From an optimization exercise on the open Yosys and OpenROAD flow, aimed at small area, a short achievable clock period and few clock cycles per item; shortcuts taken in it are not production practice. Where RTL was checked, it was by simulation tests only, not by an equivalence proof against the original. The RTL of run 2 was laid out without a check of its function.

==> flow/design.v (outline; a module is shown in full before it is edited, if it fits) <==
// module mul_unit: 1181 lines
// module mul_final: 137 lines
// module ooo_core: 137 lines
module ooo_core (
    input  wire logic        clk,
    input  wire logic        i_arst_n,
    input  wire logic        i_disp_valid,
    input  wire logic [2:0]  i_disp_op,
    input  wire logic [4:0]  i_disp_rdst,
    input  wire logic [31:0] i_disp_a,
    input  wire logic [31:0] i_disp_b,
    output logic             o_disp_ready,
    output logic             o_ret_valid,
    output logic [4:0]       o_ret_rdst,
    output logic [2:0]       o_ret_tag,
    output logic [31:0]      o_ret_data,
    input  wire logic        i_ret_ready
);
  // ...
==> flow/flow/run.sh <==
#!/bin/bash
# The standard layout (standard.sh, unchanged ORFS steps), with one synthesis option:
# SYNTH_ARGS=-noabc skips the quick "abc -fast" inside Yosys's generic synth, so that
# extract_fa meets the carry-save adder tree as the RTL writes it and maps it onto
# full-adder cells without inverters between them. The main ABC mapping still runs.
# Registers and their names are the same as the standard synthesis's.
# Port buffers: every input and output port still gets its own buffer, but the smallest
# plain buffer rather than a delay buffer; the resizer upsizes the ones that need it.
set -euo pipefail
cd "$(dirname "${BASH_SOURCE[0]}")/.."
export SYNTH_ARGS="-noabc"
export BUFFER_PORTS_ARGS="-buffer_cell sky130_fd_sc_hd__buf_1"
bash standard.sh > flow_standard.log 2>&1
==> flow/standard.sh <==
#!/bin/bash
# synth_recipe.tcl (not shown) runs the flow's synth.tcl, then flattens the netlist and writes it again
# the make line also repeats each setting of config.mk as NAME=value (left out here)
make -C /OpenROAD-flow-scripts/flow DESIGN_CONFIG=/design/flow/config.mk WORK_HOME=/design/flow/orfs CLKGATE_MAP_FILE= SYNTH_SCRIPT=/design/flow/synth_recipe.tcl "${@:-finish}"
==> flow/config.mk <==
export PLATFORM = sky130hd
export DESIGN_NAME = ooo_core
export DESIGN_NICKNAME = ooo_core
export VERILOG_FILES = /design/flow/design.v
export SDC_FILE = /design/flow/constraint.sdc
export NUM_CORES = 4
export LEC_CHECK = 0
export CAP_MARGIN = 20
export CORE_MARGIN = 2
export CORE_UTILIZATION = 40
export SETUP_SLACK_MARGIN = 2.8
export SLEW_MARGIN = 20
==> flow/constraint.sdc <==
create_clock -name core_clock -period 6.5 [get_ports {clk}]
set_input_delay 1.3000 -clock core_clock [delete_from_list [all_inputs] [get_ports {clk}]]
set_output_delay 1.3000 -clock core_clock [all_outputs]
set_load 0.01 [all_outputs]
==> summary.txt, run 1 <==
----------------------------------------------------
[Floorplanning]
  Count of boundary I/O pins ... roughly 120
  Tap cell count ... 773
  Core Region ... a little under 60000 um^2

[Layout]
  Fraction of layout cells with a size suffix above 1 ... 0.0911
  Non-Filler Instances ... slightly below 3000
  Most used cells in the layout excluding fill and tap cells ... xnor2_1 (362), edfxtp_1 (268), a22oi_1 (256), fa_1 (227), ha_1 (134)
  Signal buf overhead ... 0.0494
  Clk cell area share ... 0.0437

[Setup path]
  Max Fanout on Critical Path ... 19
  Required time at the endpoint of the critical path ... ~6800 ps
  Critical Path Stages ... 7
  CP endpoint ... cs2[29]$_DFFE_PP_
  Arrival time at the worst endpoint ... just under 4000 ps
  Largest incremental delay on the critical path ... between 800 and 900 ps

[Clock network]
  CTS tree ... built
  CTS root buf ... clkbuf_16
  Buffer depth of the longest clock path ... 3

[Yosys]
  Number of standard cells after synthesis ... 2090
  Complex-gate fraction of the synthesized area ... 0.145
  Yosys synthesis warning count ... 1
  Leading area contributor after synthesis ... edfxtp_1
  Synth area leaders ... edfxtp_1 (34%), fa_1 (19%), xnor2_1 (13%)
  Multiplexer share of the synthesized area ... 0.0165
  Synth cell types ... 63
  Dominant cell by count in the synthesized netlist ... xnor2_1

[Timing]
  Achievable clock frequency ... 0.276 GHz
  Post-Route Hold Slack ... ~420 ps
  Worst-Margin Slew ... about 1000 ps
  Final number of max-transition violations ... 0

[Routing]
  Drt pass-1 iters ... 7
  Met2 Wirelength ... between 30000 and 40000 um

[Global routing]
  All-Layer GR Usage ... 0.239
  Number of global-route vias before repair ... around 17000

[Hold path]
  Type of the most critical hold path ... reg2reg

[Outcome]
  Run status ... finished clean

----------------------------------------------------
Testbench counts, summed over its fixed seeds: cycles 9,148, items 8,000.
==> module mul_final, before the edit <==
module mul_final (
    input  wire logic [104:0] i_cs,
    output logic      [31:0] o_sum
);
    wire fs1;
    wire fc2;
    wire fs3;
    wire fc4;
    wire fs5;
    wire fc6;
    wire fs7;
    wire fc8;
    wire fs9;
    wire fc10;
    wire fs11;
    wire fc12;
    wire fs13;
    wire fc14;
    wire fs15;
    wire fc16;
    wire fs17;
    wire fc18;
    wire fs19;
    wire fc20;
    wire fs21;
    wire fc22;
    wire fs23;
    wire fc24;
    wire fs25;
    wire fc26;
    wire fs27;
    wire fc28;
    wire fs29;
    wire fc30;
    wire fs31;
    wire fc32;
    wire fs33;
    wire fc34;
    wire fs35;
    wire fc36;
    wire fs37;
    wire fc38;
    wire fs39;
    wire fc40;
    wire fs41;
    wire fc42;
    wire fs43;
    wire fc44;
    wire fs45;
    wire fc46;
    wire fs47;
    wire fc48;
    wire fs49;
    wire fc50;
    wire fs51;
    wire fc52;
    wire fs53;
    wire fc54;
    wire fs55;
    wire fc56;
    wire fs57;
    wire fc58;
    wire fs59;
    wire fc60;
    wire fs61;
    wire fc62;
    wire fs63;
    wire fc64;
    assign fs1 = i_cs[24] ^ i_cs[25] ^ i_cs[26];
    assign fc2 = (i_cs[24] & i_cs[25]) | (i_cs[24] & i_cs[26]) | (i_cs[25] & i_cs[26]);
    assign fs3 = i_cs[28] ^ i_cs[29];
    assign fc4 = i_cs[28] & i_cs[29];
    assign fs5 = i_cs[30] ^ i_cs[31];
    assign fc6 = i_cs[30] & i_cs[31];
    assign fs7 = i_cs[32] ^ i_cs[33];
    assign fc8 = i_cs[32] & i_cs[33];
    assign fs9 = i_cs[34] ^ i_cs[35];
    assign fc10 = i_cs[34] & i_cs[35];
    assign fs11 = i_cs[36] ^ i_cs[37] ^ i_cs[38];
    assign fc12 = (i_cs[36] & i_cs[37]) | (i_cs[36] & i_cs[38]) | (i_cs[37] & i_cs[38]);
    assign fs13 = i_cs[39] ^ fc10;
    assign fc14 = i_cs[39] & fc10;
    assign fs15 = i_cs[40] ^ i_cs[41] ^ fc12;
    assign fc16 = (i_cs[40] & i_cs[41]) | (i_cs[40] & fc12) | (i_cs[41] & fc12);
    assign fs17 = i_cs[42] ^ i_cs[43] ^ i_cs[44];
    assign fc18 = (i_cs[42] & i_cs[43]) | (i_cs[42] & i_cs[44]) | (i_cs[43] & i_cs[44]);
    assign fs19 = i_cs[45] ^ fs17;
    assign fc20 = i_cs[45] & fs17;
    assign fs21 = i_cs[46] ^ i_cs[47] ^ i_cs[48];
    assign fc22 = (i_cs[46] & i_cs[47]) | (i_cs[46] & i_cs[48]) | (i_cs[47] & i_cs[48]);
    assign fs23 = i_cs[49] ^ fc18 ^ fs21;
    assign fc24 = (i_cs[49] & fc18) | (i_cs[49] & fs21) | (fc18 & fs21);
    assign fs25 = i_cs[50] ^ i_cs[51] ^ i_cs[52];
    assign fc26 = (i_cs[50] & i_cs[51]) | (i_cs[50] & i_cs[52]) | (i_cs[51] & i_cs[52]);
    assign fs27 = i_cs[53] ^ fc22 ^ fs25;
    assign fc28 = (i_cs[53] & fc22) | (i_cs[53] & fs25) | (fc22 & fs25);
    assign fs29 = i_cs[54] ^ i_cs[55] ^ i_cs[56];
    assign fc30 = (i_cs[54] & i_cs[55]) | (i_cs[54] & i_cs[56]) | (i_cs[55] & i_cs[56]);
    assign fs31 = i_cs[57] ^ fc26 ^ fs29;
    assign fc32 = (i_cs[57] & fc26) | (i_cs[57] & fs29) | (fc26 & fs29);
    assign fs33 = i_cs[58] ^ i_cs[59] ^ i_cs[60];
    assign fc34 = (i_cs[58] & i_cs[59]) | (i_cs[58] & i_cs[60]) | (i_cs[59] & i_cs[60]);
    assign fs35 = i_cs[61] ^ fc30 ^ fs33;
    assign fc36 = (i_cs[61] & fc30) | (i_cs[61] & fs33) | (fc30 & fs33);
    assign fs37 = i_cs[62] ^ i_cs[63] ^ i_cs[64];
    assign fc38 = (i_cs[62] & i_cs[63]) | (i_cs[62] & i_cs[64]) | (i_cs[63] & i_cs[64]);
    assign fs39 = i_cs[65] ^ fc34 ^ fs37;
    assign fc40 = (i_cs[65] & fc34) | (i_cs[65] & fs37) | (fc34 & fs37);
    assign fs41 = i_cs[66] ^ i_cs[67] ^ i_cs[68];
    assign fc42 = (i_cs[66] & i_cs[67]) | (i_cs[66] & i_cs[68]) | (i_cs[67] & i_cs[68]);
    assign fs43 = i_cs[69] ^ fc38 ^ fs41;
    assign fc44 = (i_cs[69] & fc38) | (i_cs[69] & fs41) | (fc38 & fs41);
    assign fs45 = i_cs[70] ^ i_cs[71] ^ i_cs[72];
    assign fc46 = (i_cs[70] & i_cs[71]) | (i_cs[70] & i_cs[72]) | (i_cs[71] & i_cs[72]);
    assign fs47 = i_cs[73] ^ fc42 ^ fs45;
    assign fc48 = (i_cs[73] & fc42) | (i_cs[73] & fs45) | (fc42 & fs45);
    assign fs49 = i_cs[74] ^ i_cs[75] ^ i_cs[76];
    assign fc50 = (i_cs[74] & i_cs[75]) | (i_cs[74] & i_cs[76]) | (i_cs[75] & i_cs[76]);
    assign fs51 = i_cs[77] ^ fc46 ^ fs49;
    assign fc52 = (i_cs[77] & fc46) | (i_cs[77] & fs49) | (fc46 & fs49);
    assign fs53 = i_cs[78] ^ i_cs[79] ^ i_cs[80];
    assign fc54 = (i_cs[78] & i_cs[79]) | (i_cs[78] & i_cs[80]) | (i_cs[79] & i_cs[80]);
    assign fs55 = i_cs[81] ^ fc50 ^ fs53;
    assign fc56 = (i_cs[81] & fc50) | (i_cs[81] & fs53) | (fc50 & fs53);
    assign fs57 = i_cs[82] ^ i_cs[83] ^ i_cs[84];
    assign fc58 = (i_cs[82] & i_cs[83]) | (i_cs[82] & i_cs[84]) | (i_cs[83] & i_cs[84]);
    assign fs59 = i_cs[85] ^ fc54 ^ fs57;
    assign fc60 = (i_cs[85] & fc54) | (i_cs[85] & fs57) | (fc54 & fs57);
    assign fs61 = i_cs[86] ^ i_cs[87] ^ i_cs[88];
    assign fc62 = (i_cs[86] & i_cs[87]) | (i_cs[86] & i_cs[88]) | (i_cs[87] & i_cs[88]);
    assign fs63 = i_cs[89] ^ fc58 ^ fs61;
    assign fc64 = (i_cs[89] & fc58) | (i_cs[89] & fs61) | (fc58 & fs61);
    wire [31:0] fx, fy;
    assign fx = {i_cs[90] ^ i_cs[91] ^ i_cs[92] ^ i_cs[93] ^ i_cs[94] ^ i_cs[95] ^ i_cs[96] ^ i_cs[97] ^ i_cs[98] ^ i_cs[99] ^ i_cs[100] ^ i_cs[101] ^ i_cs[102] ^ i_cs[103] ^ i_cs[104] ^ fc62 ^ fc64, fc60, fc56, fc52, fc48, fc44, fc40, fc36, fc32, fc28, fc24, fc20, fs19, fc14, fs11, fc8, fc6, fc4, fs3, i_cs[27], i_cs[22], i_cs[20], i_cs[18], i_cs[16], i_cs[14], i_cs[12], i_cs[10], i_cs[8], i_cs[6], i_cs[4], i_cs[2], i_cs[0]};
    assign fy = {1'b0, fs63, fs59, fs55, fs51, fs47, fs43, fs39, fs35, fs31, fs27, fs23, fc16, fs15, fs13, fs9, fs7, fs5, fc2, fs1, i_cs[23], i_cs[21], i_cs[19], i_cs[17], i_cs[15], i_cs[13], i_cs[11], i_cs[9], i_cs[7], i_cs[5], i_cs[3], i_cs[1]};
    assign o_sum = fx + fy;
endmodule
==> run 2: changes to the inputs <==
--- a/flow/design.v
+++ b/flow/design.v
@@ -1,22 +1,22 @@
 `default_nettype none
 package rob_pkg;
-    localparam int CS_BITS = 105;
+    localparam int CS_BITS = 97;
 endpackage
 `default_nettype wire
 `default_nettype none
 module mul_unit (
     input  wire logic [31:0] a,
     input  wire logic [15:0] i_one,
     input  wire logic [15:0] i_two,
     input  wire logic [15:0] i_neg,
     input  wire logic [31:0] i_x,
     input  wire logic        i_xinc,
-    output logic      [104:0] o_cs
+    output logic      [96:0] o_cs
 );
     wire ms1;
     wire mc2;
     wire ms3;
     wire mc4;
     wire ms5;
     wire mc6;
     wire ms7;
@@ -457,16 +457,19 @@
     wire mc442;
     wire ms443;
     wire mc444;
     wire ms445;
     wire mc446;
     wire ms447;
     wire mc448;
     wire top_pp;
+    wire mx449;
+    wire mx450;
+    wire mx451;
     wire pp0_0 = (i_one[0] & a[0]) ^ i_neg[0];
     wire pp0_1 = ((i_one[0] & a[1]) | (i_two[0] & a[0])) ^ i_neg[0];
     wire pp0_2 = ((i_one[0] & a[2]) | (i_two[0] & a[1])) ^ i_neg[0];
     wire pp0_3 = ((i_one[0] & a[3]) | (i_two[0] & a[2])) ^ i_neg[0];
     wire pp0_4 = ((i_one[0] & a[4]) | (i_two[0] & a[3])) ^ i_neg[0];
     wire pp0_5 = ((i_one[0] & a[5]) | (i_two[0] & a[4])) ^ i_neg[0];
     wire pp0_6 = ((i_one[0] & a[6]) | (i_two[0] & a[5])) ^ i_neg[0];
     wire pp0_7 = ((i_one[0] & a[7]) | (i_two[0] & a[6])) ^ i_neg[0];
@@ -1178,20 +1181,23 @@
     assign mc442 = (mc408 & mc410) | (mc408 & ms433) | (mc410 & ms433);
     assign ms443 = ms435 ^ ms437 ^ mc412;
     assign mc444 = (ms435 & ms437) | (ms435 & mc412) | (ms437 & mc412);
     assign ms445 = mc414 ^ mc416 ^ ms439;
     assign mc446 = (mc414 & mc416) | (mc414 & ms439) | (mc416 & ms439);
     assign ms447 = ms441 ^ mc420;
     assign mc448 = ms441 & mc420;
     assign top_pp = pp0_31 ^ pp1_31 ^ pp2_31 ^ pp3_31 ^ pp4_31 ^ pp5_31 ^ pp6_31 ^ pp7_31 ^ pp8_31 ^ pp9_31 ^ pp10_31 ^ pp11_31 ^ pp12_31 ^ pp13_31 ^ pp14_31 ^ pp15_31 ^ i_x[31];
-    assign o_cs = {top_pp, mc448, mc446, mc444, mc442, mc440, mc438, mc436, mc434, mc432, mc430, mc428, mc426, mc424, mc422, ms447, ms445, ms443, mc418, ms417, mc392, ms419, mc394, ms391, mc366, ms393, mc368, ms365, mc342, ms367, mc344, ms341, mc318, ms343, mc320, ms317, ms319, mc298, ms315, ms297, mc276, ms295, ms293, ms275, mc256, ms273, ms271, ms255, mc236, ms253, ms251, ms235, mc218, ms233, ms231, ms217, mc200, ms215, ms213, mc184, ms199, ms197, mc180, ms183, mc166, ms165, mc152, ms163, mc150, ms151, mc136, ms135, mc122, ms121, mc108, ms107, mc96, mc84, ms95, ms93, mc80, ms83, mc72, ms71, mc60, ms59, mc50, ms49, mc40, ms39, mc32, ms31, mc24, ms23, mc18, ms17, mc12, ms11, mc8, ms7, mc4, ms3, pp0_1, pp0_0, ms1};
+    assign mx449 = mc422 ^ mc424 ^ mc426 ^ mc428;
+    assign mx450 = mc430 ^ mc432 ^ mc434 ^ mc436;
+    assign mx451 = mc438 ^ mc440 ^ mc442;
+    assign o_cs = {top_pp, mc448, mc446, mc444, mx451, mx450, mx449, ms447, ms445, ms443, mc418, ms417, mc392, ms419, mc394, ms391, mc366, ms393, mc368, ms365, mc342, ms367, mc344, ms341, mc318, ms343, mc320, ms317, ms319, mc298, ms315, ms297, mc276, ms295, ms293, ms275, mc256, ms273, ms271, ms255, mc236, ms253, ms251, ms235, mc218, ms233, ms231, ms217, mc200, ms215, ms213, mc184, ms199, ms197, mc180, ms183, mc166, ms165, mc152, ms163, mc150, ms151, mc136, ms135, mc122, ms121, mc108, ms107, mc96, mc84, ms95, ms93, mc80, ms83, mc72, ms71, mc60, ms59, mc50, ms49, mc40, ms39, mc32, ms31, mc24, ms23, mc18, ms17, mc12, ms11, mc8, ms7, mc4, ms3, pp0_1, pp0_0, ms1};
 endmodule
 module mul_final (
-    input  wire logic [104:0] i_cs,
+    input  wire logic [96:0] i_cs,
     output logic      [31:0] o_sum
 );
     wire fs1;
     wire fc2;
     wire fs3;
     wire fc4;
     wire fs5;
     wire fc6;
@@ -1313,17 +1319,17 @@
     assign fc58 = (i_cs[82] & i_cs[83]) | (i_cs[82] & i_cs[84]) | (i_cs[83] & i_cs[84]);
     assign fs59 = i_cs[85] ^ fc54 ^ fs57;
     assign fc60 = (i_cs[85] & fc54) | (i_cs[85] & fs57) | (fc54 & fs57);
     assign fs61 = i_cs[86] ^ i_cs[87] ^ i_cs[88];
     assign fc62 = (i_cs[86] & i_cs[87]) | (i_cs[86] & i_cs[88]) | (i_cs[87] & i_cs[88]);
     assign fs63 = i_cs[89] ^ fc58 ^ fs61;
     assign fc64 = (i_cs[89] & fc58) | (i_cs[89] & fs61) | (fc58 & fs61);
     wire [31:0] fx, fy;
-    assign fx = {i_cs[90] ^ i_cs[91] ^ i_cs[92] ^ i_cs[93] ^ i_cs[94] ^ i_cs[95] ^ i_cs[96] ^ i_cs[97] ^ i_cs[98] ^ i_cs[99] ^ i_cs[100] ^ i_cs[101] ^ i_cs[102] ^ i_cs[103] ^ i_cs[104] ^ fc62 ^ fc64, fc60, fc56, fc52, fc48, fc44, fc40, fc36, fc32, fc28, fc24, fc20, fs19, fc14, fs11, fc8, fc6, fc4, fs3, i_cs[27], i_cs[22], i_cs[20], i_cs[18], i_cs[16], i_cs[14], i_cs[12], i_cs[10], i_cs[8], i_cs[6], i_cs[4], i_cs[2], i_cs[0]};
+    assign fx = {i_cs[90] ^ i_cs[91] ^ i_cs[92] ^ i_cs[93] ^ i_cs[94] ^ i_cs[95] ^ i_cs[96] ^ fc62 ^ fc64, fc60, fc56, fc52, fc48, fc44, fc40, fc36, fc32, fc28, fc24, fc20, fs19, fc14, fs11, fc8, fc6, fc4, fs3, i_cs[27], i_cs[22], i_cs[20], i_cs[18], i_cs[16], i_cs[14], i_cs[12], i_cs[10], i_cs[8], i_cs[6], i_cs[4], i_cs[2], i_cs[0]};
     assign fy = {1'b0, fs63, fs59, fs55, fs51, fs47, fs43, fs39, fs35, fs31, fs27, fs23, fc16, fs15, fs13, fs9, fs7, fs5, fc2, fs1, i_cs[23], i_cs[21], i_cs[19], i_cs[17], i_cs[15], i_cs[13], i_cs[11], i_cs[9], i_cs[7], i_cs[5], i_cs[3], i_cs[1]};
     assign o_sum = fx + fy;
 endmodule
 `default_nettype wire
 `timescale 1ns/1ps
 `default_nettype none
 module ooo_core (
     input  wire logic        clk,
==> run 2 against run 1 <==
  * Non-clock buffer count fell by 16
  * Cell area fell by 2.5%
  * Clock skew is 4.2 ps higher
  * Routed wire length decreased by 4.0%
  * Via count shrank 2.7%
  * Largest cell class unchanged
  * Critical path depth stayed put
  * Highest routed layer unchanged
==> summary.txt, run 2 <==
----------------------------------------------------
[Setup path]
  Cell with the largest stage delay on the worst path ... edfxtp_1
  Reg2Reg Depth ... 7
  Arrival time at the worst endpoint ... 3950 ps (+40 ps)
  Required time at the endpoint of the critical path ... 6840 ps (+50 ps)
  Critical path type ... reg2reg
  Number of buffer and inverter instances along the worst setup path ... 1
  Cells traversed along the worst timing path ... buf_6 > a22oi_1 > xnor2_1 > fa_1 > fa_1 > fa_1 > fa_1
  Largest incremental delay on the critical path ... 640 ps (-220 ps)
  Critical Path Stages ... 7 (unchanged)
  Type of element capturing the critical path ... flip-flop
  Dominant delay contributor by cell family on the critical path ... adder cells
  Kind of launch point of the worst setup path ... flip-flop
  Cell occurring most often along the worst timing path ... fa_1
  Max Fanout on Critical Path ... 22 (+3)

[Yosys]
  Leading area contributor after synthesis ... edfxtp_1
  Yosys synthesis warning count ... 1 (unchanged)
  Number of flops mapped to enable cells by yosys ... 260
  Post-synthesis async set-or-reset flop share ... 0.0226
  Sequential share of the synthesized area ... 0.340
  Number of standard cells after synthesis ... 2057 (-1.6%)
  Area share of the largest cell type after synthesis ... 0.333
  Mapped cell area ... roughly 23000 um^2
  Synth cell count leaders ... xnor2_1 (361), edfxtp_1 (260), a22oi_1 (257), fa_1 (227), ha_1 (134)
  Average instance area after synthesis ... 11.4 um^2
  Primary flip-flop cell chosen by synthesis mapping ... edfxtp_1
  Synth area leaders ... edfxtp_1 (33%), fa_1 (19%), xnor2_1 (13%)
  Synth cell types ... 56 (-11%)
  Dominant cell by count in the synthesized netlist ... xnor2_1
  Post-synthesis register bit count ... 266
  Syn_nets ... around 2500

[Routing]
  Via count of the routed design ... ~17000
  Routed wire length ... 71400 um
  Drt pass-1 iters ... 6 (-1)
  Count of nets left with antenna violations after detail routing ... 0
  DRC errors left ... 0
  Avg Vias per Cell ... ~5.9
  Detailed-route wire length per cell ... approximately 25 um
  Detailed router's first-iteration violation count ... roughly 2200

[Floorplanning]
  Core Region ... 57800 um^2 (-1.9%)
  Die height ... between 200 and 250 um
  Total Die Area ... roughly 61000 um^2
  Die width ... between 200 and 250 um
  Total number of placement rows ... between 80 and 90
  Effective utilization at floorplan ... 0.405
  Count of boundary I/O pins ... 118 (unchanged)

[Layout]
  Max reg flops ... 97
  Fraction of layout cells with a size suffix above 1 ... 0.0827 (-0.00838)
  Largest registers ... cs2 x97, out_q x37
  Most used cells in the layout excluding fill and tap cells ... xnor2_1 (361), edfxtp_1 (260), a22oi_1 (257), fa_1 (227), ha_1 (134)
  Net count, final ... roughly 2500
  Register with the most flip-flops ... cs2
  Post-synthesis to final-layout area growth ... 10.4%
  Leading cell type in the layout, fill and taps excluded ... xnor2_1
  Final core utilization ... 0.448
  Number of antenna repair diodes ... 0

[Timing]
  Worst-Margin Slew ... 948 ps (-25.9 ps)
  TNS Setup ... 0 ps
  Rel. slew slack ... 0.365
  Final number of max-transition violations ... 0 (unchanged)
  Number of endpoints with negative hold slack in the final report ... 0
  Unrepaired setup endpoints after global routing ... true
  Clock skew after layout ... about 38 ps
  Final critical delay including setup and external delays ... between 3000 and 4000 ps
  Achievable clock frequency ... 0.277 GHz (+0.32%)
  Number of setup violations in the final report ... 0
  Final critical-path share of the clock period ... 0.556

[Clock network]
  Hold buffer count at cts ... 0
  Reg clk slew, reported paths ... roughly 60 ps
  Total number of H-tree levels ... 1
  Number of clock buffers inserted by TritonCTS ... 31
  Clock latency at the later pin of the worst-skew pair ... 610 ps
  CTS root buf ... clkbuf_16
  Buffer depth of the longest clock path ... 3 (unchanged)
  CTS tree ... built
  Clk sink count ... around 270

[Hold path]
  Type of the most critical hold path ... reg2reg
  Worst hold stages ... 0

[Global routing]
  Number of global-route vias before repair ... 17389 (+0.20%)
  Grt total ovfl ... 0
  Pin count of the biggest net entering global routing ... 152
  Global-route wire length before repair ... 107000 um
  Number of antenna violations at the first check in global routing ... 0
  All-Layer GR Usage ... 0.234 (-0.00574)

[Placement]
  Port-buffer cells ... 117
  Routability congestion estimate ... about 0.89
  DP Wirelength ... about 50000 um

[Outcome]
  Run status ... finished clean

[Job]
  Max-capacitance violation count ... 0

----------------------------------------------------
## run 2: cell count changes after synthesis, moves of 3 or more
cell	previous run	this run
nand2b_1	8	4
and2_1	4	1
nand2_1	80	76
o21ai_1	2	6
nand3_1	27	21
a21oi_1	73	77
a21o_1	6	11
o2111ai_1	3	0
buf_1	34	38
clkbuf_1	146	132
buf_2	8	12
nor3_1	21	18
edfxtp_1	268	260
## run 2: per-stage QoR
step	cells	setup slack [ps]	hold slack [ps]	area, um^2
2_1_floorplan	2057	2040	400	23400
3_3_place_gp	2793	2630	402	24400
3_5_place_dp	2793	2580	405	24400
4_1_cts	2859	2790	419	25600
5_1_grt	2880	2800	422	25900
6_report	2880	2880	418	25900
## run 2: logic make-up (layout without fill, tap and decap cells)
kind of cell,after synthesis,in the layout,synth area share
adder cells (fa/ha/maj),361,361,0.265
AND/OR/NAND/NOR,257,257,0.0459
XOR/XNOR,377,377,0.141
AO/OA/AOI/OAI,498,498,0.148
multiplexers,35,35,0.0168
flip-flops,266,266,0.340
buffers and inverters,263,321,0.0436
## run 2: worst paths after layout
kind | slack (ps) | startpoint | to
worst max-delay path | 2880 | a1[2]$_DFFE_PP_ | cs2[33]$_DFFE_PP_
worst min-delay path | 420 | rev1$_DFFE_PP_ | rev2$_DFFE_PP_
worst max register to register | 2880 | a1[2]$_DFFE_PP_ | cs2[33]$_DFFE_PP_
worst min register to register | 420 | rev1$_DFFE_PP_ | rev2$_DFFE_PP_
max in group asynchronous | 5720 | i_arst_n | tag_q[1]$_DFFE_PN0P_
min in group asynchronous | 550 | i_arst_n | tag_q[2]$_DFFE_PN0P_
## run 2: cell type report
cell class,count,area [um^2]
fillers,5340,31900
multi-input cells,1528,14500
inverters,75,282
clock buffers,36,805
flip-flops and latches,266,7960
repair buffers,188,1100
well taps,765,957
clock inverters,22,288
## run 2: layer usage
layer / vias to the layer above / share of wire / track usage
met3: 200 / 0.092 / 0.0504
met2: 997 / 0.45 / 0.363
met5: - / 0 / 0
met4: 0 / 0.043 / 0.0939
met1: 8342 / 0.42 / 0.317
li1: 7366 / - / -
## run 2: repair_timing
item                       CTS  global route
setup endpoints to repair    8            16
pin swaps                    0             0
buffers inserted             8            21
resized for setup            0             2
hold endpoints to repair     0             0
==> module ooo_core, before the edit <==
module ooo_core (
    input  wire logic        clk,
    input  wire logic        i_arst_n,
    input  wire logic        i_disp_valid,
    input  wire logic [2:0]  i_disp_op,
    input  wire logic [4:0]  i_disp_rdst,
    input  wire logic [31:0] i_disp_a,
    input  wire logic [31:0] i_disp_b,
    output logic             o_disp_ready,
    output logic             o_ret_valid,
    output logic [4:0]       o_ret_rdst,
    output logic [2:0]       o_ret_tag,
    output logic [31:0]      o_ret_data,
    input  wire logic        i_ret_ready
);
    function automatic logic [31:0] rev32(logic [31:0] v);
        for (int i = 0; i < 32; i++) rev32[i] = v[31-i];
    endfunction
    logic        en;
    logic        take;
    logic        is_mul, is_shift, is_addsub, is_sub;
    logic [31:0] a0;
    logic [15:0] one0, two0, neg0;
    logic [32:0] bx;
    logic [31:0] bs;
    assign is_mul    = (i_disp_op == 3'd7);
    assign is_shift  = (i_disp_op == 3'd5) | (i_disp_op == 3'd6);
    assign is_addsub = (i_disp_op == 3'd0) | (i_disp_op == 3'd1);
    assign is_sub    = (i_disp_op == 3'd1);
    assign bs        = i_disp_b ^ {32{is_sub}};
    always_comb begin
        case (i_disp_op)
            3'd2:    a0 = i_disp_a & i_disp_b;
            3'd3:    a0 = i_disp_a | i_disp_b;
            3'd4:    a0 = i_disp_a ^ i_disp_b;
            3'd6:    a0 = rev32(i_disp_a);
            default: a0 = i_disp_a;
        endcase
    end
    assign bx = {i_disp_b, 1'b0};
    always_comb begin
        for (int j = 0; j < 16; j++) neg0[j] = bx[2*j+2] & is_mul;
    end
    always_comb begin
        for (int j = 0; j < 16; j++) begin
            if (is_mul) begin
                one0[j] = bx[2*j+1] ^ bx[2*j];
                two0[j] = (bx[2*j+2] & ~bx[2*j+1] & ~bx[2*j]) | (~bx[2*j+2] & bx[2*j+1] & bx[2*j]);
            end else if (is_shift) begin
                one0[j] = (i_disp_b[4:1] == 4'(j)) & ~i_disp_b[0];
                two0[j] = (i_disp_b[4:1] == 4'(j)) & i_disp_b[0];
            end else begin
                one0[j] = (j == 0);
                two0[j] = 1'b0;
            end
        end
    end
    logic        v1;
    logic [31:0] a1;
    logic [15:0] one1, two1, neg1;
    logic [4:0]  rdst1;
    logic        rev1;
    logic [31:0] x1;
    logic        xinc1;
    always_ff @(posedge clk or negedge i_arst_n) begin
        if (!i_arst_n) v1 <= 1'b0;
        else if (en)   v1 <= i_disp_valid;
    end
    always_ff @(posedge clk) begin
        if (en) begin
            a1    <= a0;
            one1  <= one0;
            two1  <= two0;
            neg1  <= neg0;
            rdst1 <= i_disp_rdst;
            rev1  <= (i_disp_op == 3'd6);
            x1    <= bs & {32{is_addsub}};
            xinc1 <= is_sub;
        end
    end
    logic [rob_pkg::CS_BITS-1:0] cs1;
    mul_unit u_mul (
        .a      (a1),
        .i_one  (one1),
        .i_two  (two1),
        .i_neg  (neg1),
        .i_x    (x1),
        .i_xinc (xinc1),
        .o_cs   (cs1)
    );
    logic        v2;
    logic [rob_pkg::CS_BITS-1:0] cs2;
    logic [4:0]  rdst2;
    logic        rev2;
    always_ff @(posedge clk or negedge i_arst_n) begin
        if (!i_arst_n) v2 <= 1'b0;
        else if (en)   v2 <= v1;
    end
    always_ff @(posedge clk) begin
        if (en) begin
            cs2   <= cs1;
            rdst2 <= rdst1;
            rev2  <= rev1;
        end
    end
    logic [31:0] sum2;
    mul_final u_final (
        .i_cs  (cs2),
        .o_sum  (sum2)
    );
    logic        out_v;
    logic [36:0] out_q;
    logic        out_rev;
    logic [2:0]  tag_q;
    assign take = out_v & i_ret_ready;
    assign en   = ~out_v | i_ret_ready;
    always_ff @(posedge clk or negedge i_arst_n) begin
        if (!i_arst_n) begin
            out_v <= 1'b0;
            tag_q <= 3'd0;
        end else begin
            if (take) tag_q <= tag_q + 3'd1;
            if (en)   out_v <= v2;
        end
    end
    always_ff @(posedge clk) begin
        if (en) begin
            out_q   <= {rdst2, sum2};
            out_rev <= rev2;
        end
    end
    assign o_disp_ready = en;
    assign o_ret_valid  = out_v;
    assign o_ret_rdst   = out_q[36:32];
    assign o_ret_data   = out_rev ? rev32(out_q[31:0]) : out_q[31:0];
    assign o_ret_tag    = tag_q;
endmodule
==> run 3: changes to the inputs <==
--- a/flow/design.v
+++ b/flow/design.v
@@ -1373,5 +1373,6 @@
     assign bx = {i_disp_b, 1'b0};
     always_comb begin
-        for (int j = 0; j < 16; j++) neg0[j] = bx[2*j+2] & is_mul;
+        neg0[0] = bx[2] & is_mul;
+        for (int j = 1; j < 16; j++) neg0[j] = (bx[2*j+2] & is_mul) | (bs[16+j] & is_addsub);
     end
     always_comb begin
@@ -1394,6 +1395,6 @@
     logic [4:0]  rdst1;
     logic        rev1;
-    logic [31:0] x1;
-    logic        xinc1;
+    logic [16:0] x1;
+    logic        xrow1, xinc1;
     always_ff @(posedge clk or negedge i_arst_n) begin
         if (!i_arst_n) v1 <= 1'b0;
@@ -1408,5 +1409,6 @@
             rdst1 <= i_disp_rdst;
             rev1  <= (i_disp_op == 3'd6);
-            x1    <= bs & {32{is_addsub}};
+            x1    <= bs[16:0] & {17{is_addsub}};
+            xrow1 <= is_addsub;
             xinc1 <= is_sub;
         end
@@ -1418,5 +1420,5 @@
         .i_two  (two1),
         .i_neg  (neg1),
-        .i_x    (x1),
+        .i_x    ({neg1[15:1] & {15{xrow1}}, x1}),
         .i_xinc (xinc1),
         .o_cs   (cs1)
==> run 3 against run 2 <==
  * Die area decreased by 1.3%
  * Sequential cell count decreased by 14
  * Non-clock buffer count increased by 4
  * Register-to-register slack got worse by 30 ps
==> summary.txt, run 3 <==
----------------------------------------------------
[Outcome]
  Run status ... finished clean

[Job]
  Max-capacitance violation count ... 0 (unchanged)

[Yosys]
  Dominant cell by count in the synthesized netlist ... xnor2_1
  Leading area contributor after synthesis ... edfxtp_1
  Primary flip-flop cell chosen by synthesis mapping ... edfxtp_1
  Synth area leaders ... edfxtp_1 (32%), fa_1 (20%), xnor2_1 (14%)
  Post-synthesis async set-or-reset flop share ... 0.0238 (+0.00125)
  Yosys synthesis warning count ... 1 (unchanged)
  Area share of the largest cell type after synthesis ... 0.319 (-0.0136)
  Mapped cell area ... 23100 um^2 (-1.3%)
  Syn_nets ... 2487 (-0.28%)
  Post-synthesis register bit count ... 252 (-5.3%)
  Number of standard cells after synthesis ... 2050 (-0.34%)
  Number of flops mapped to enable cells by yosys ... 246 (-5.4%)
  Sequential share of the synthesized area ... 0.326 (-0.0136)
  Synth cell types ... 58 (+3.6%)
  Synth cell count leaders ... xnor2_1 (357), a22oi_1 (257), edfxtp_1 (246), fa_1 (227), clkbuf_1 (144)
  Average instance area after synthesis ... 11.3 um^2 (-1.0%)

[Setup path]
  Arrival time at the worst endpoint ... 3960 ps (about the same)
  Required time at the endpoint of the critical path ... 6810 ps (-30 ps)
  Type of element capturing the critical path ... flip-flop
  Kind of launch point of the worst setup path ... flip-flop
  Critical path type ... reg2reg
  Max Fanout on Critical Path ... 17 (-23%)

[Hold path]
  Type of the most critical hold path ... reg2reg

[Layout]
  Largest registers ... cs2 x97, out_q x37, a1 x32
  Post-synthesis to final-layout area growth ... 10.8%
  Leading cell type in the layout, fill and taps excluded ... xnor2_1
  Most used cells in the layout excluding fill and tap cells ... xnor2_1 (357), a22oi_1 (257), edfxtp_1 (246), fa_1 (227), ha_1 (131)
  Net count, final ... 2520 (-0.28%)
  Number of antenna repair diodes ... 0 (unchanged)
  Max reg flops ... 97 (unchanged)
  Fill cell count ... 5349 (+0.17%)
  Fraction of layout cells with a size suffix above 1 ... 0.0840 (+0.00130)
  Register with the most flip-flops ... cs2

[Floorplanning]
  Count of boundary I/O pins ... 118 (unchanged)
  Total number of placement rows ... 88 (unchanged)
  Core Region ... 57500 um^2 (-0.57%)
  Die height ... 244 um (-0.66%)
  Total Die Area ... 59700 um^2 (-1.3%)
  Die width ... 244 um (-0.66%)
  Effective utilization at floorplan ... 0.402 (-0.00316)

[Routing]
  Detailed router's first-iteration violation count ... 2057 (-5.7%)
  Routed wire length ... 71200 um (-0.30%)
  Avg Vias per Cell ... 5.91 (+0.63%)
  Drt pass-1 iters ... 6 (unchanged)
  Count of nets left with antenna violations after detail routing ... 0 (unchanged)
  Via count of the routed design ... 16959 (+0.32%)
  DRC errors left ... 0 (unchanged)
  Detailed-route wire length per cell ... 24.8 um (about the same)

[Timing]
  Achievable clock frequency ... 0.274 GHz (-0.81%)
  Post-Route Hold Slack ... 415 ps (-2.81 ps)
  Unrepaired setup endpoints after global routing ... true
  Rel. slew slack ... 0.332 (-0.0336)
  Final critical delay including setup and external delays ... 3640 ps (+29.5 ps)
  Clock skew after layout ... 39.2 ps (+1.29 ps)
  TNS Setup ... 0 ps (unchanged)
  Number of setup violations in the final report ... 0 (unchanged)
  Worst-Margin Slew ... 1000 ps (+54.0 ps)
  Final number of max-transition violations ... 0 (unchanged)
  Final critical-path share of the clock period ... 0.561 (+0.00453)
  Number of endpoints with negative hold slack in the final report ... 0 (unchanged)

[Clock network]
  CTS root buf ... clkbuf_16
  Hold buffer count at cts ... 0 (unchanged)
  Clk sink count ... 252 (-5.3%)
  Clock latency at the later pin of the worst-skew pair ... 600 ps (about the same)
  Buffer depth of the longest clock path ... 3 (unchanged)
  Number of clock buffers inserted by TritonCTS ... 30 (-3.2%)
  Total number of H-tree levels ... 1 (unchanged)
  Reg clk slew, reported paths ... 60 ps (about the same)
  CTS tree ... built

[Placement]
  DP Wirelength ... 49300 um (-0.93%)
  Port-buffer cells ... 117 (unchanged)
  Routability congestion estimate ... 0.907 (+1.6%)

[Global routing]
  Number of global-route vias before repair ... 17304 (-0.49%)
  Global-route wire length before repair ... 107000 um (-0.74%)
  Pin count of the biggest net entering global routing ... 76 (-50%)
  All-Layer GR Usage ... 0.233 (about the same)
  Grt total ovfl ... 0 (unchanged)
  Number of antenna violations at the first check in global routing ... 0 (unchanged)

----------------------------------------------------
[run 3: changes by cell type in the layout (fill, tap and decap cells not counted), sizes merged, moves of 4 or more]
cell / change
nor2: -22
edfxtp: -14
clkbuf: -5
nand2: -4
xnor2: -4
o22ai: +15
and2: +16
buf: +5
[run 3: worst paths after layout]
| path | startpoint | endpoint | slack, ps | depth (start not counted) |
|---|---|---|---|---|
| max | two1[7]$_DFFE_PP_ | cs2[89]$_DFFE_PP_ | 2860 | 7 |
| min | rdst1[4]$_DFFE_PP_ | rdst2[4]$_DFFE_PP_ | 410 | 0 |
| max reg2reg | two1[7]$_DFFE_PP_ | cs2[89]$_DFFE_PP_ | 2860 | 7 |
| min reg2reg | rdst1[4]$_DFFE_PP_ | rdst2[4]$_DFFE_PP_ | 410 | 0 |
| max in group asynchronous | i_arst_n | tag_q[2]$_DFFE_PN0P_ | 5690 | 1 |
| min in group asynchronous | i_arst_n | tag_q[1]$_DFFE_PN0P_ | 570 | 1 |
[run 3: final cells by class]
cell class,instances,area [um^2],area share
Sequential cell,252,7540,0.294
Clock buffer,32,758,0.0296
Clock inverter,23,295,0.0115
Multi-Input combinational cell,1530,14600,0.571
Tap cell,765,957,0.0374
Inverter,77,289,0.0113
Timing Repair Buffer,192,1150,0.0449
[run 3: routing by layer]
layer,up-vias,global-route usage,part of all wire
li1,7356,-,-
met1,8356,0.320,0.41
met2,1040,0.365,0.45
met3,207,0.0405,0.092
met4,0,0.0986,0.045
met5,-,0,0
[run 3: cell families after synthesis]
family          count (synthesis)  synth area share
compound gates                508             0.154
xor+xnor                      373             0.141
fa+ha+maj                     361             0.269
buf+inv                       268            0.0444
simple gates                  253            0.0485
flops                         252             0.326
mux                            35            0.0170
[run 3: worst max-delay path, stage by stage (launching register included)]
cell and delay (ps):
edfxtp_1 920, a22oi_1 180, xnor2_1 210, fa_1 520
fa_1 620, fa_1 430, ha_1 210, ha_1 270
[run 3: metrics by stage]
step	instance area, um^2	utilization	instances	worst slack (ps)
floorplan	23100	-	2050	2130
global placement	24100	0.419	2780	2680
detailed placement	24100	0.419	2780	2560
CTS	25200	0.439	2845	2760
global route	25600	0.446	2871	2740
finish	25600	0.446	2871	2860
[run 3: what timing repair did]
item,4_1_cts,5_1_grt
endpoints found under the setup margin,28,23
pin swaps,1,4
setup buffers,10,25
gates resized for setup,2,9
Testbench counts of run 3, summed over its fixed seeds: cycles 9,148, items 8,000.
==> run 4: changes to the inputs <==
--- a/flow/config.mk
+++ b/flow/config.mk
@@ -9,4 +9,4 @@
 export CORE_MARGIN = 2
 export CORE_UTILIZATION = 40
-export SETUP_SLACK_MARGIN = 2.8
+export SETUP_SLACK_MARGIN = 3.6
 export SLEW_MARGIN = 20
==> run 4 against run 3 <==
  * Count of clock-buffer cells in the layout up 3
  * Routed wire length up 12%
  * Core utilization up 7.5 points
  * First-iteration DRC count down 3.9%
  * Die area unchanged
  * Sequential share of layout area down 4.2 points
  * Worst setup slack better by 85 ps
  * Sequential cell count unchanged
  * Cell area up 17%
  * Critical path type unchanged
  * Critical endpoint is now out_q[29]$_DFFE_PP_
  * Highest routed layer unchanged
==> summary.txt, run 4 <==
----------------------------------------------------
[Outcome]
  Run status ... finished clean

[Layout]
  Final core utilization ... 0.521 (+0.0749)
  Fraction of layout cells with a size suffix above 1 ... 0.335 (+0.251)
  Final non-filler cell area ... 29900 um^2 (+17%)
  Leading cell type in the layout, fill and taps excluded ... xnor2_1
  Max reg flops ... 97 (unchanged)
  Most used cells in the layout excluding fill and tap cells ... xnor2_1 (295), edfxtp_1 (246), fa_2 (146), a22oi_1 (130)
  Largest registers ... cs2 x97, out_q x37, a1 x32
  Post-synthesis to final-layout area growth ... 29.4%
  Fill cell count ... 4805 (-10%)
  Register with the most flip-flops ... cs2
  Net count, final ... 2697 (+7.0%)

[Setup path]
  Required time at the endpoint of the critical path ... 6830 ps (+20 ps)
  Arrival time at the worst endpoint ... 3890 ps (-70 ps)
  Reg2Reg Depth ... 10 (+3)
  Critical path type ... reg2reg
  Max Fanout on Critical Path ... 6 (-11)
  Type of element capturing the critical path ... flip-flop
  Kind of launch point of the worst setup path ... flip-flop

[Timing]
  Worst-Margin Slew ... 923 ps (-79.1 ps)
  Achievable clock frequency ... 0.281 GHz (+2.4%)
  TNS Setup ... 0 ps (unchanged)
  Final number of max-transition violations ... 0 (unchanged)
  Number of endpoints with negative hold slack in the final report ... 0 (unchanged)
  Final critical-path share of the clock period ... 0.548 (-0.0131)
  Post-Route Hold Slack ... 416 ps (+1.55 ps)
  Number of setup violations in the final report ... 0 (unchanged)
  Unrepaired setup endpoints after global routing ... true
  Final critical delay including setup and external delays ... 3560 ps (-85.0 ps)
  Rel. slew slack ... 0.384 (+0.0527)
  Clock skew after layout ... 13.8 ps (-25.5 ps)
  Smallest setup slack after layout ... 2940 ps (+85.0 ps)

[Yosys]
  Average instance area after synthesis ... 11.3 um^2 (unchanged)
  Number of standard cells after synthesis ... 2050 (unchanged)
  Mapped cell area ... 23100 um^2 (unchanged)
  Synth area leaders ... edfxtp_1 (32%), fa_1 (20%), xnor2_1 (14%)
  Syn_nets ... 2487 (unchanged)
  Leading area contributor after synthesis ... edfxtp_1
  Dominant cell by count in the synthesized netlist ... xnor2_1
  Yosys synthesis warning count ... 1 (unchanged)
  Post-synthesis async set-or-reset flop share ... 0.0238 (unchanged)
  Synth cell types ... 58 (unchanged)
  Synth cell count leaders ... xnor2_1 (357), a22oi_1 (257), edfxtp_1 (246), fa_1 (227), clkbuf_1 (144)
  Number of flops mapped to enable cells by yosys ... 246 (unchanged)
  Area share of the largest cell type after synthesis ... 0.319 (unchanged)
  Sequential share of the synthesized area ... 0.326 (unchanged)
  Primary flip-flop cell chosen by synthesis mapping ... edfxtp_1
  Post-synthesis register bit count ... 252 (unchanged)

[Routing]
  Avg Vias per Cell ... 6.00 (+1.5%)
  Via count of the routed design ... 18284 (+7.8%)
  DRC errors left ... 0 (unchanged)
  Detailed router's first-iteration violation count ... 1976 (-3.9%)
  Detailed-route wire length per cell ... 26.2 um (+5.6%)
  Count of nets left with antenna violations after detail routing ... 0 (unchanged)
  Routed wire length ... 79900 um (+12%)
  Drt pass-1 iters ... 9 (+3)

[Clock network]
  CTS tree ... built
  Clock latency at the later pin of the worst-skew pair ... 610 ps (about the same)
  Total number of H-tree levels ... 1 (unchanged)
  Reg clk slew, reported paths ... 60 ps (about the same)
  Buffer depth of the longest clock path ... 3 (unchanged)
  Number of clock buffers inserted by TritonCTS ... 29 (-3.3%)
  Clk sink count ... 252 (unchanged)
  Hold buffer count at cts ... 0 (unchanged)
  CTS root buf ... clkbuf_16

[Floorplanning]
  Count of boundary I/O pins ... 118 (unchanged)
  Die width ... 244 um (unchanged)
  Effective utilization at floorplan ... 0.402 (unchanged)
  Die height ... 244 um (unchanged)
  Core Region ... 57500 um^2 (unchanged)
  Total Die Area ... 59700 um^2 (unchanged)
  Total number of placement rows ... 88 (unchanged)

[Job]
  Max-capacitance violation count ... 0 (unchanged)

[Placement]
  Port-buffer cells ... 117 (unchanged)
  Placed cell areas ... 24900 um^2 (+3.5%)
  Routability congestion estimate ... 0.886 (-2.3%)
  DP Wirelength ... 49700 um (+0.65%)
  Pre-CTS setup slack ... 2700 ps (+139 ps)

[Global routing]
  Grt total ovfl ... 0 (unchanged)
  Number of global-route vias before repair ... 18882 (+9.1%)
  Pin count of the biggest net entering global routing ... 68 (-11%)
  Global-route wire length before repair ... 119000 um (+11%)
  Number of antenna violations at the first check in global routing ... 0 (unchanged)
  All-Layer GR Usage ... 0.264 (+0.0308)

[Hold path]
  Type of the most critical hold path ... reg2reg
  Worst hold stages ... 0 (unchanged)

----------------------------------------------------
[run 4: kinds of logic (layout without fill, tap and decap cells)]
| group | Yosys count | after routing | synth area share |
|---|---|---|---|
| AO/OA/AOI/OAI | 508 | 508 | 0.154 |
| XOR/XNOR | 373 | 373 | 0.141 |
| adder cells (fa/ha/maj) | 361 | 361 | 0.269 |
| buffers and inverters | 268 | 500 | 0.0444 |
| flip-flops | 252 | 252 | 0.326 |
| multiplexers | 35 | 35 | 0.0170 |
| other | 0 | 1 | 0 |
| AND/OR/NAND/NOR | 253 | 254 | 0.0485 |
[run 4: metrics by stage]
stage / std cells
after floorplan: 2050
after global placement: 2789
after detailed placement: 2791
after CTS: 3022
after global routing: 3048
final: 3049
[run 4: critical path, cell delays in order, from the launching register on]
cell and delay [ps]:
edfxtp_1 410, fa_2 590, fa_1 450, ha_4 260, a21oi_2 150, o21ai_1 70, o21ai_1 210, a311o_1 260
nand3_4 130, and3_1 170, or4b_4 580
[run 4: what timing repair did]
item                       in CTS  in global routing
cloned                         13                  2
setup endpoints to repair     126                167
gates resized for setup       296                134
pin swaps                     172                114
buffers inserted              164                 24
[run 4: metal layers]
metal | wire, um | part of all wire | vias up | track usage
met5 | 0 | 0 | - | 0
met4 | 4740 | 0.059 | 0 | 0.146
met3 | 8060 | 0.10 | 285 | 0.0577
met2 | 35500 | 0.44 | 1150 | 0.408
met1 | 31500 | 0.40 | 9123 | 0.345
li1 | - | - | 7726 | -
[run 4: worst paths after layout]
kind,slack [ps],start,to
max in group asynchronous,5690,i_arst_n,out_v$_DFFE_PN0P_
max,2940,cs2[48]$_DFFE_PP_,out_q[29]$_DFFE_PP_
min,420,rdst2[3]$_DFFE_PP_,out_q[35]$_DFFE_PP_
max reg2reg,2940,cs2[48]$_DFFE_PP_,out_q[29]$_DFFE_PP_
min in group asynchronous,570,i_arst_n,v1$_DFFE_PN0P_
min reg2reg,420,rdst2[3]$_DFFE_PP_,out_q[35]$_DFFE_PP_
[run 4: layout make-up]
cell class	instances	area, um^2	area share
inverter	77	289	0.00966
tap	765	957	0.0320
antenna	1	2.50	0.0000836
timing repair buffer	369	3640	0.122
sequential	252	7540	0.252
multi-input combinational	1531	16600	0.554
clock buffer	35	748	0.0250
clock inverter	19	181	0.00606
==> run 5: changes to the inputs <==
--- a/flow/config.mk
+++ b/flow/config.mk
@@ -9,4 +9,4 @@
 export CORE_MARGIN = 2
 export CORE_UTILIZATION = 40
-export SETUP_SLACK_MARGIN = 3.6
+export SETUP_SLACK_MARGIN = 3.3
 export SLEW_MARGIN = 20
==> run 5 against run 4 <==
  * Die area did not move
  * Maximum frequency barely moved
  * Cell area decreased by 5.8%
  * Via count down 1.5%
  * Critical endpoint is now out_q[28]$_DFFE_PP_
  * Core utilization shrank 3.0 points
  * Count of clock-buffer cells in the layout fell by 4
  * Critical path type unchanged
  * Still clean on timing, DRC and antenna
  * Final cell count down 1.4%
  * Clock skew up 1.9 ps
==> summary.txt, run 5 <==
----------------------------------------------------
[Layout]
  Most used cells in the layout excluding fill and tap cells ... xnor2_1 (337), edfxtp_1 (246), a22oi_1 (176), fa_1 (164), buf_4 (139)
  Largest registers ... cs2 x97, out_q x37, a1 x32
  Fill cell count ... 5051 (+5.1%)
  Final core utilization ... 0.490 (-0.0301)
  Fraction of layout cells with a size suffix above 1 ... 0.225 (-0.110)
  Register with the most flip-flops ... cs2
  Leading cell type in the layout, fill and taps excluded ... xnor2_1
  Post-synthesis to final-layout area growth ... 21.9%
  Net count, final ... 2654 (-1.6%)
  Max reg flops ... 97 (unchanged)
  Final non-filler cell area ... 28200 um^2 (-5.8%)

[Clock network]
  Hold buffer count at cts ... 0 (unchanged)
  CTS tree ... built
  Number of clock buffers inserted by TritonCTS ... 29 (unchanged)
  CTS root buf ... clkbuf_16
  Clock latency at the later pin of the worst-skew pair ... 610 ps (about the same)
  Reg clk slew, reported paths ... 60 ps (about the same)
  Clk sink count ... 252 (unchanged)
  Total number of H-tree levels ... 1 (unchanged)
  Buffer depth of the longest clock path ... 3 (unchanged)

[Timing]
  Unrepaired setup endpoints after global routing ... true
  Final number of max-transition violations ... 0 (unchanged)
  Clock skew after layout ... 15.7 ps (+1.89 ps)
  Number of endpoints with negative hold slack in the final report ... 0 (unchanged)
  TNS Setup ... 0 ps (unchanged)
  Worst-Margin Slew ... 1010 ps (+87.7 ps)
  Final critical delay including setup and external delays ... 3560 ps (-3.51 ps)
  Achievable clock frequency ... 0.281 GHz (about the same)
  Number of setup violations in the final report ... 0 (unchanged)
  Rel. slew slack ... 0.326 (-0.0585)
  Post-Route Hold Slack ... 420 ps (+3.82 ps)
  Final critical-path share of the clock period ... 0.547 (about the same)

[Yosys]
  Average instance area after synthesis ... 11.3 um^2 (unchanged)
  Post-synthesis register bit count ... 252 (unchanged)
  Yosys synthesis warning count ... 1 (unchanged)
  Number of flops mapped to enable cells by yosys ... 246 (unchanged)
  Sequential share of the synthesized area ... 0.326 (unchanged)
  Dominant cell by count in the synthesized netlist ... xnor2_1
  Post-synthesis async set-or-reset flop share ... 0.0238 (unchanged)
  Mapped cell area ... 23100 um^2 (unchanged)
  Synth cell count leaders ... xnor2_1 (357), a22oi_1 (257), edfxtp_1 (246), fa_1 (227), clkbuf_1 (144)
  Area share of the largest cell type after synthesis ... 0.319 (unchanged)
  Synth cell types ... 58 (unchanged)
  Leading area contributor after synthesis ... edfxtp_1
  Number of standard cells after synthesis ... 2050 (unchanged)
  Syn_nets ... 2487 (unchanged)
  Primary flip-flop cell chosen by synthesis mapping ... edfxtp_1
  Synth area leaders ... edfxtp_1 (32%), fa_1 (20%), xnor2_1 (14%)

[Floorplanning]
  Total number of placement rows ... 88 (unchanged)
  Core Region ... 57500 um^2 (unchanged)
  Die width ... 244 um (unchanged)
  Die height ... 244 um (unchanged)
  Effective utilization at floorplan ... 0.402 (unchanged)
  Total Die Area ... 59700 um^2 (unchanged)
  Count of boundary I/O pins ... 118 (unchanged)

[Routing]
  Via count of the routed design ... 18007 (-1.5%)
  Detailed-route wire length per cell ... 25.2 um (-3.6%)
  Detailed router's first-iteration violation count ... 2163 (+9.5%)
  Avg Vias per Cell ... 5.99 (-0.11%)
  Routed wire length ... 75900 um (-5.0%)
  Count of nets left with antenna violations after detail routing ... 0 (unchanged)
  DRC errors left ... 0 (unchanged)
  Drt pass-1 iters ... 6 (-3)

[Setup path]
  Kind of launch point of the worst setup path ... flip-flop
  Critical path type ... reg2reg
  Cell with the largest stage delay on the worst path ... fa_1
  Cells traversed along the worst timing path ... fa_1 > fa_1 > ha_4 > a21o_1 > a21o_1 > a221oi_2 > o21ai_1 > a311o_2 > buf_4 > o31ai_4 > xnor2_2
  Arrival time at the worst endpoint ... 3880 ps (about the same)
  Max Fanout on Critical Path ... 4 (-2)
  Required time at the endpoint of the critical path ... 6820 ps (about the same)
  Largest incremental delay on the critical path ... 560 ps (-30 ps)
  Type of element capturing the critical path ... flip-flop

[Hold path]
  Type of the most critical hold path ... reg2reg

[Placement]
  Port-buffer cells ... 117 (unchanged)
  Routability congestion estimate ... 0.908 (+2.4%)
  DP Wirelength ... 49600 um (about the same)
  Placed cell areas ... 24200 um^2 (-3.0%)

[Global routing]
  Number of antenna violations at the first check in global routing ... 0 (unchanged)
  Global-route wire length before repair ... 113000 um (-4.6%)
  Pin count of the biggest net entering global routing ... 125 (+84%)
  All-Layer GR Usage ... 0.249 (-0.0151)
  Grt total ovfl ... 0 (unchanged)
  Number of global-route vias before repair ... 18443 (-2.3%)

[Outcome]
  Run status ... finished clean

[Job]
  Max-capacitance violation count ... 0 (unchanged)

----------------------------------------------------
==> run 5: cell count changes in the layout (fill, tap and decap cells not counted), sizes merged <==
| cell | previous run | this run |
|---|---|---|
| clkbuf | 58 | 32 |
| buf | 342 | 323 |
| bufinv | 3 | 7 |
| clkinv | 14 | 10 |
| clkinvlp | 1 | 4 |
| bufbuf | 4 | 3 |
| inv | 78 | 79 |
| nand2b | 7 | 6 |
==> run 5: worst max-delay path, delay by kind of cell, from the launching register on <==
| kind | cells | cell delay [ps] |
|---|---|---|
| xor+xnor | 1 | 140 |
| flops | 1 | 400 |
| buf+inv | 1 | 160 |
| fa+ha+maj | 3 | 1290 |
| compound gates | 6 | 1270 |
==> run 5: cells by family after synthesis <==
family                     Yosys count  synth area share
AOI/OAI and AO/OA                  508             0.154
and+or+nand+nor                    253            0.0485
adders and majority gates          361             0.269
muxes                               35            0.0170
buffers and inverters              268            0.0444
DFF                                252             0.326
xor gates and xnor gates           373             0.141
==> run 5: final cells by class <==
cell class | instances | area [um^2] | share of cell area
Tap cell | 765 | 957 | 0.0340
Antenna cell | 1 | 2.50 | 0.0000888
Sequential cell | 252 | 7540 | 0.267
Clock buffer | 31 | 733 | 0.0260
Timing Repair Buffer | 327 | 2760 | 0.0980
Clock inverter | 23 | 332 | 0.0118
Multi-Input combinational cell | 1530 | 15600 | 0.553
Inverter | 77 | 289 | 0.0103
==> run 5: through the flow <==
stage / setup WS (ps) / std cells
2_1_floorplan: 2130 / 2050
3_3_place_gp: 2200 / 2778
3_5_place_dp: 2450 / 2780
4_1_cts: 2950 / 2987
5_1_grt: 2850 / 3005
6_report: 2940 / 3006
==> run 5: per-layer routing <==
metal / part of all wire / GRT usage / up-vias
met1: 0.39 / 0.325 / 8912
li1: - / - / 7631
met4: 0.049 / 0.107 / 0
met2: 0.46 / 0.398 / 1188
met5: 0 / 0.00490 / -
met3: 0.10 / 0.0566 / 276
==> run 5: what timing repair did <==
action                     CTS  global route
setup buffers              148            18
gates cloned                 5             0
resized for setup          120           119
pin swaps                   71            95
setup endpoints to repair  131            49
==> run 5: final timing paths <==
kind / startpoint / slack (ps) / endpoint / depth (start not counted)
max: cs2[52]$_DFFE_PP_ / 2940 / out_q[28]$_DFFE_PP_ / 11
min: rdst1[2]$_DFFE_PP_ / 420 / rdst2[2]$_DFFE_PP_ / 0
max reg2reg: cs2[52]$_DFFE_PP_ / 2940 / out_q[28]$_DFFE_PP_ / 11
min reg2reg: rdst1[2]$_DFFE_PP_ / 420 / rdst2[2]$_DFFE_PP_ / 0
max in group asynchronous: i_arst_n / 5670 / out_v$_DFFE_PN0P_ / 1
min in group asynchronous: i_arst_n / 580 / tag_q[2]$_DFFE_PN0P_ / 1
==> run 6: changes to the inputs <==
--- a/flow/config.mk
+++ b/flow/config.mk
@@ -9,4 +9,5 @@
 export CORE_MARGIN = 2
 export CORE_UTILIZATION = 40
-export SETUP_SLACK_MARGIN = 3.3
+export SETUP_SLACK_MARGIN = 3.1
 export SLEW_MARGIN = 20
+export TNS_END_PERCENT = 0
==> run 6 against run 5 <==
  * Still clean on timing, DRC and antenna
  * Via count is 5.1% lower
  * Cell area is 8.5% lower
  * Non-clock buffer count is 120 lower
  * Maximum frequency is 0.51% lower
  * Final cell count is 4.0% lower
  * Sequential cell count stayed put
  * Sequential share of layout area is 2.5 points higher
  * Critical endpoint is now cs2[73]$_DFFE_PP_
==> summary.txt, run 6 <==
----------------------------------------------------
[Timing]
  Clock skew after layout ... 38.2 ps (+22.6 ps)
  Unrepaired setup endpoints after global routing ... true
  Final critical delay including setup and external delays ... 3570 ps (+18.1 ps)
  Worst-Margin Slew ... 974 ps (-37.6 ps)
  Number of setup violations in the final report ... 0 (unchanged)
  Rel. slew slack ... 0.351 (+0.0251)
  Final critical-path share of the clock period ... 0.550 (+0.00278)
  Final number of max-transition violations ... 0 (unchanged)
  Number of endpoints with negative hold slack in the final report ... 0 (unchanged)
  TNS Setup ... 0 ps (unchanged)
  Achievable clock frequency ... 0.280 GHz (-0.51%)

[Routing]
  Detailed router's first-iteration violation count ... 1919 (-11%)
  DRC errors left ... 0 (unchanged)
  Drt pass-1 iters ... 6 (unchanged)
  Count of nets left with antenna violations after detail routing ... 0 (unchanged)
  Via count of the routed design ... 17084 (-5.1%)
  Avg Vias per Cell ... 5.92 (-1.2%)
  Routed wire length ... 71400 um (-5.9%)
  Detailed-route wire length per cell ... 24.7 um (-2.0%)

[Clock network]
  Clock latency at the later pin of the worst-skew pair ... 600 ps (about the same)
  CTS tree ... built
  CTS root buf ... clkbuf_16
  Total number of H-tree levels ... 1 (unchanged)
  Clk sink count ... 252 (unchanged)
  Number of clock buffers inserted by TritonCTS ... 30 (+3.4%)
  Hold buffer count at cts ... 0 (unchanged)
  Reg clk slew, reported paths ... 60 ps (about the same)
  Buffer depth of the longest clock path ... 3 (unchanged)

[Yosys]
  Number of standard cells after synthesis ... 2050 (unchanged)
  Primary flip-flop cell chosen by synthesis mapping ... edfxtp_1
  Synth cell count leaders ... xnor2_1 (357), a22oi_1 (257), edfxtp_1 (246), fa_1 (227), clkbuf_1 (144)
  Syn_nets ... 2487 (unchanged)
  Mapped cell area ... 23100 um^2 (unchanged)
  Average instance area after synthesis ... 11.3 um^2 (unchanged)
  Area share of the largest cell type after synthesis ... 0.319 (unchanged)
  Sequential share of the synthesized area ... 0.326 (unchanged)
  Leading area contributor after synthesis ... edfxtp_1
  Yosys synthesis warning count ... 1 (unchanged)
  Synth cell types ... 58 (unchanged)
  Post-synthesis async set-or-reset flop share ... 0.0238 (unchanged)
  Dominant cell by count in the synthesized netlist ... xnor2_1
  Post-synthesis register bit count ... 252 (unchanged)
  Number of flops mapped to enable cells by yosys ... 246 (unchanged)
  Synth area leaders ... edfxtp_1 (32%), fa_1 (20%), xnor2_1 (14%)

[Floorplanning]
  Effective utilization at floorplan ... 0.402 (unchanged)
  Die height ... 244 um (unchanged)
  Total number of placement rows ... 88 (unchanged)
  Total Die Area ... 59700 um^2 (unchanged)
  Count of boundary I/O pins ... 118 (unchanged)
  Die width ... 244 um (unchanged)
  Core Region ... 57500 um^2 (unchanged)

[Layout]
  Number of antenna repair diodes ... 0 (-1)
  Most used cells in the layout excluding fill and tap cells ... xnor2_1 (357), a22oi_1 (257), edfxtp_1 (246), fa_1 (226), ha_1 (129)
  Net count, final ... 2535 (-4.5%)
  Leading cell type in the layout, fill and taps excluded ... xnor2_1
  Non-Filler Instances ... 2886 (-4.0%)
  Combined area of the multi-input logic cells ... 14700 um^2 (-5.9%)
  Fraction of layout cells with a size suffix above 1 ... 0.0929 (-0.132)
  Largest registers ... cs2 x97, out_q x37, a1 x32
  Max reg flops ... 97 (unchanged)
  Sequential cell area ... 7540 um^2 (unchanged)
  Final core utilization ... 0.449 (-0.0418)
  Post-synthesis to final-layout area growth ... 11.5%
  Fill cell count ... 5340 (+5.7%)
  Register with the most flip-flops ... cs2

[Placement]
  Routability congestion estimate ... 0.907 (about the same)
  Port-buffer cells ... 117 (unchanged)
  Total placed cells including tap cells ... 2780 (unchanged)
  DP Wirelength ... 49300 um (-0.60%)

[Hold path]
  Type of the most critical hold path ... reg2reg

[Global routing]
  Global-route wire length before repair ... 107000 um (-5.2%)
  Number of global-route vias before repair ... 17361 (-5.9%)
  All-Layer GR Usage ... 0.236 (-0.0134)
  Number of antenna violations at the first check in global routing ... 0 (unchanged)
  Grt total ovfl ... 0 (unchanged)
  Pin count of the biggest net entering global routing ... 76 (-39%)

[Setup path]
  FF-to-FF setup slack ... 2930 ps (-20 ps)
  Required time at the endpoint of the critical path ... 6810 ps (about the same)
  Type of element capturing the critical path ... flip-flop
  Critical path launch point ... two1[8]$_DFFE_PP_
  Max Fanout on Critical Path ... 15 (+11)
  CP endpoint ... cs2[73]$_DFFE_PP_
  Critical path type ... reg2reg
  Kind of launch point of the worst setup path ... flip-flop
  Arrival time at the worst endpoint ... 3880 ps (about the same)
  Reg2Reg Depth ... 6 (-5)
  Launch instance of the worst register-to-register path ... two1[8]$_DFFE_PP_
  Worst r2r dst ... cs2[73]$_DFFE_PP_

[Outcome]
  Run status ... finished clean

[Job]
  Max-capacitance violation count ... 0 (unchanged)

----------------------------------------------------
## run 6: cell counts after synthesis
No cell type changed its count.
## run 6: final cells by class
type,instances,share of cell area
Multi-Input combinational cell,1530,0.568
Sequential cell,252,0.292
Timing Repair Buffer,207,0.0503
Tap cell,765,0.0371
Clock buffer,32,0.0294
Clock inverter,23,0.0115
Inverter,77,0.0112
## run 6: routing by layer
layer  share of wire  track usage
met5               0            0
met4           0.046       0.0999
met1            0.41        0.321
met2            0.45        0.369
met3           0.088       0.0443
## run 6: critical path, stage by stage, from the launching register on
cell	delay, ps
edfxtp_1	970
a22oi_1	220
xnor2_1	270
fa_1	480
fa_1	460
fa_1	420
fa_1	460
## run 6: worst min path at each step
stage,start,endpoint,cells past startpoint
finish,rdst1[4]$_DFFE_PP_,rdst2[4]$_DFFE_PP_,0
CTS,rdst1[4]$_DFFE_PP_,rdst2[4]$_DFFE_PP_,0
floorplan,rdst2[0]$_DFFE_PP_,out_q[32]$_DFFE_PP_,0
global route,rdst2[1]$_DFFE_PP_,out_q[33]$_DFFE_PP_,0
global placement,rdst1[1]$_DFFE_PP_,rdst2[1]$_DFFE_PP_,0
detailed placement,rdst1[4]$_DFFE_PP_,rdst2[4]$_DFFE_PP_,0
## run 6: kinds of logic after synthesis
family,share of synthesized area
flip-flops,0.326
AO/OA/AOI/OAI,0.154
AND/OR/NAND/NOR,0.0485
XOR/XNOR,0.141
buffers and inverters,0.0444
adder cells (fa/ha/maj),0.269
multiplexers,0.0170
## run 6: timing repair
action                                  4_1_cts  5_1_grt
pin swaps                                     1       15
endpoints found under the setup margin       97       79
setup buffers                                14       37
resized for setup                             4       12
## run 6: metrics by stage
step,hold slack [ps],area (um^2),setup slack (ps)
after floorplan,400,23100,2130
after global placement,403,24100,2680
after detailed placement,405,24100,2560
after CTS,409,25300,2820
after global routing,427,25800,2830
final,411,25800,2930

## port drivers added, routing unchanged
The results above use ideal ports. As a check the final layouts listed here were re-extracted and re-timed, cells and wires unchanged.
Step 1, drivers: a clkbuf_16 drives clk and a buf_2 each remaining input, both assumed.
Step 2 times the ports against the registers' clock, not the clock port: input delays grow and output delays shrink by t, the midpoint of the rising clock arrivals with the driver on.
Slacks: ideal ports / drivers / drivers and shift; pairs: ideal ports / drivers.
run | shift t [ns] | setup WS [ns] | worst setup path after step 2 | latest minus earliest clock arrival (ns) | worst register clock-pin slew, ns
run 1 | 0.612 | 2.873 / 2.873 / 2.702 | input to register | 0.034 / 0.034 | 0.07 / 0.07
run 2 | 0.652 | 2.885 / 2.885 / 2.830 | input to register | 0.038 / 0.038 | 0.07 / 0.07
run 3 | 0.639 | 2.855 / 2.855 / 2.841 | input to register | 0.039 / 0.040 | 0.06 / 0.06
run 4 | 0.662 | 2.940 / 2.940 / 2.940 | register to register | 0.013 / 0.014 | 0.07 / 0.07
run 5 | 0.654 | 2.944 / 2.944 / 2.870 | input to register | 0.017 / 0.016 | 0.07 / 0.07
run 6 | 0.641 | 2.926 / 2.926 / 2.848 | input to register | 0.038 / 0.039 | 0.06 / 0.06
After both steps setup and hold are still met in every run listed. For run 1, which loses most, drivers alone change the setup slack by 0.000 ns; drivers and shift together by -0.171 ns.
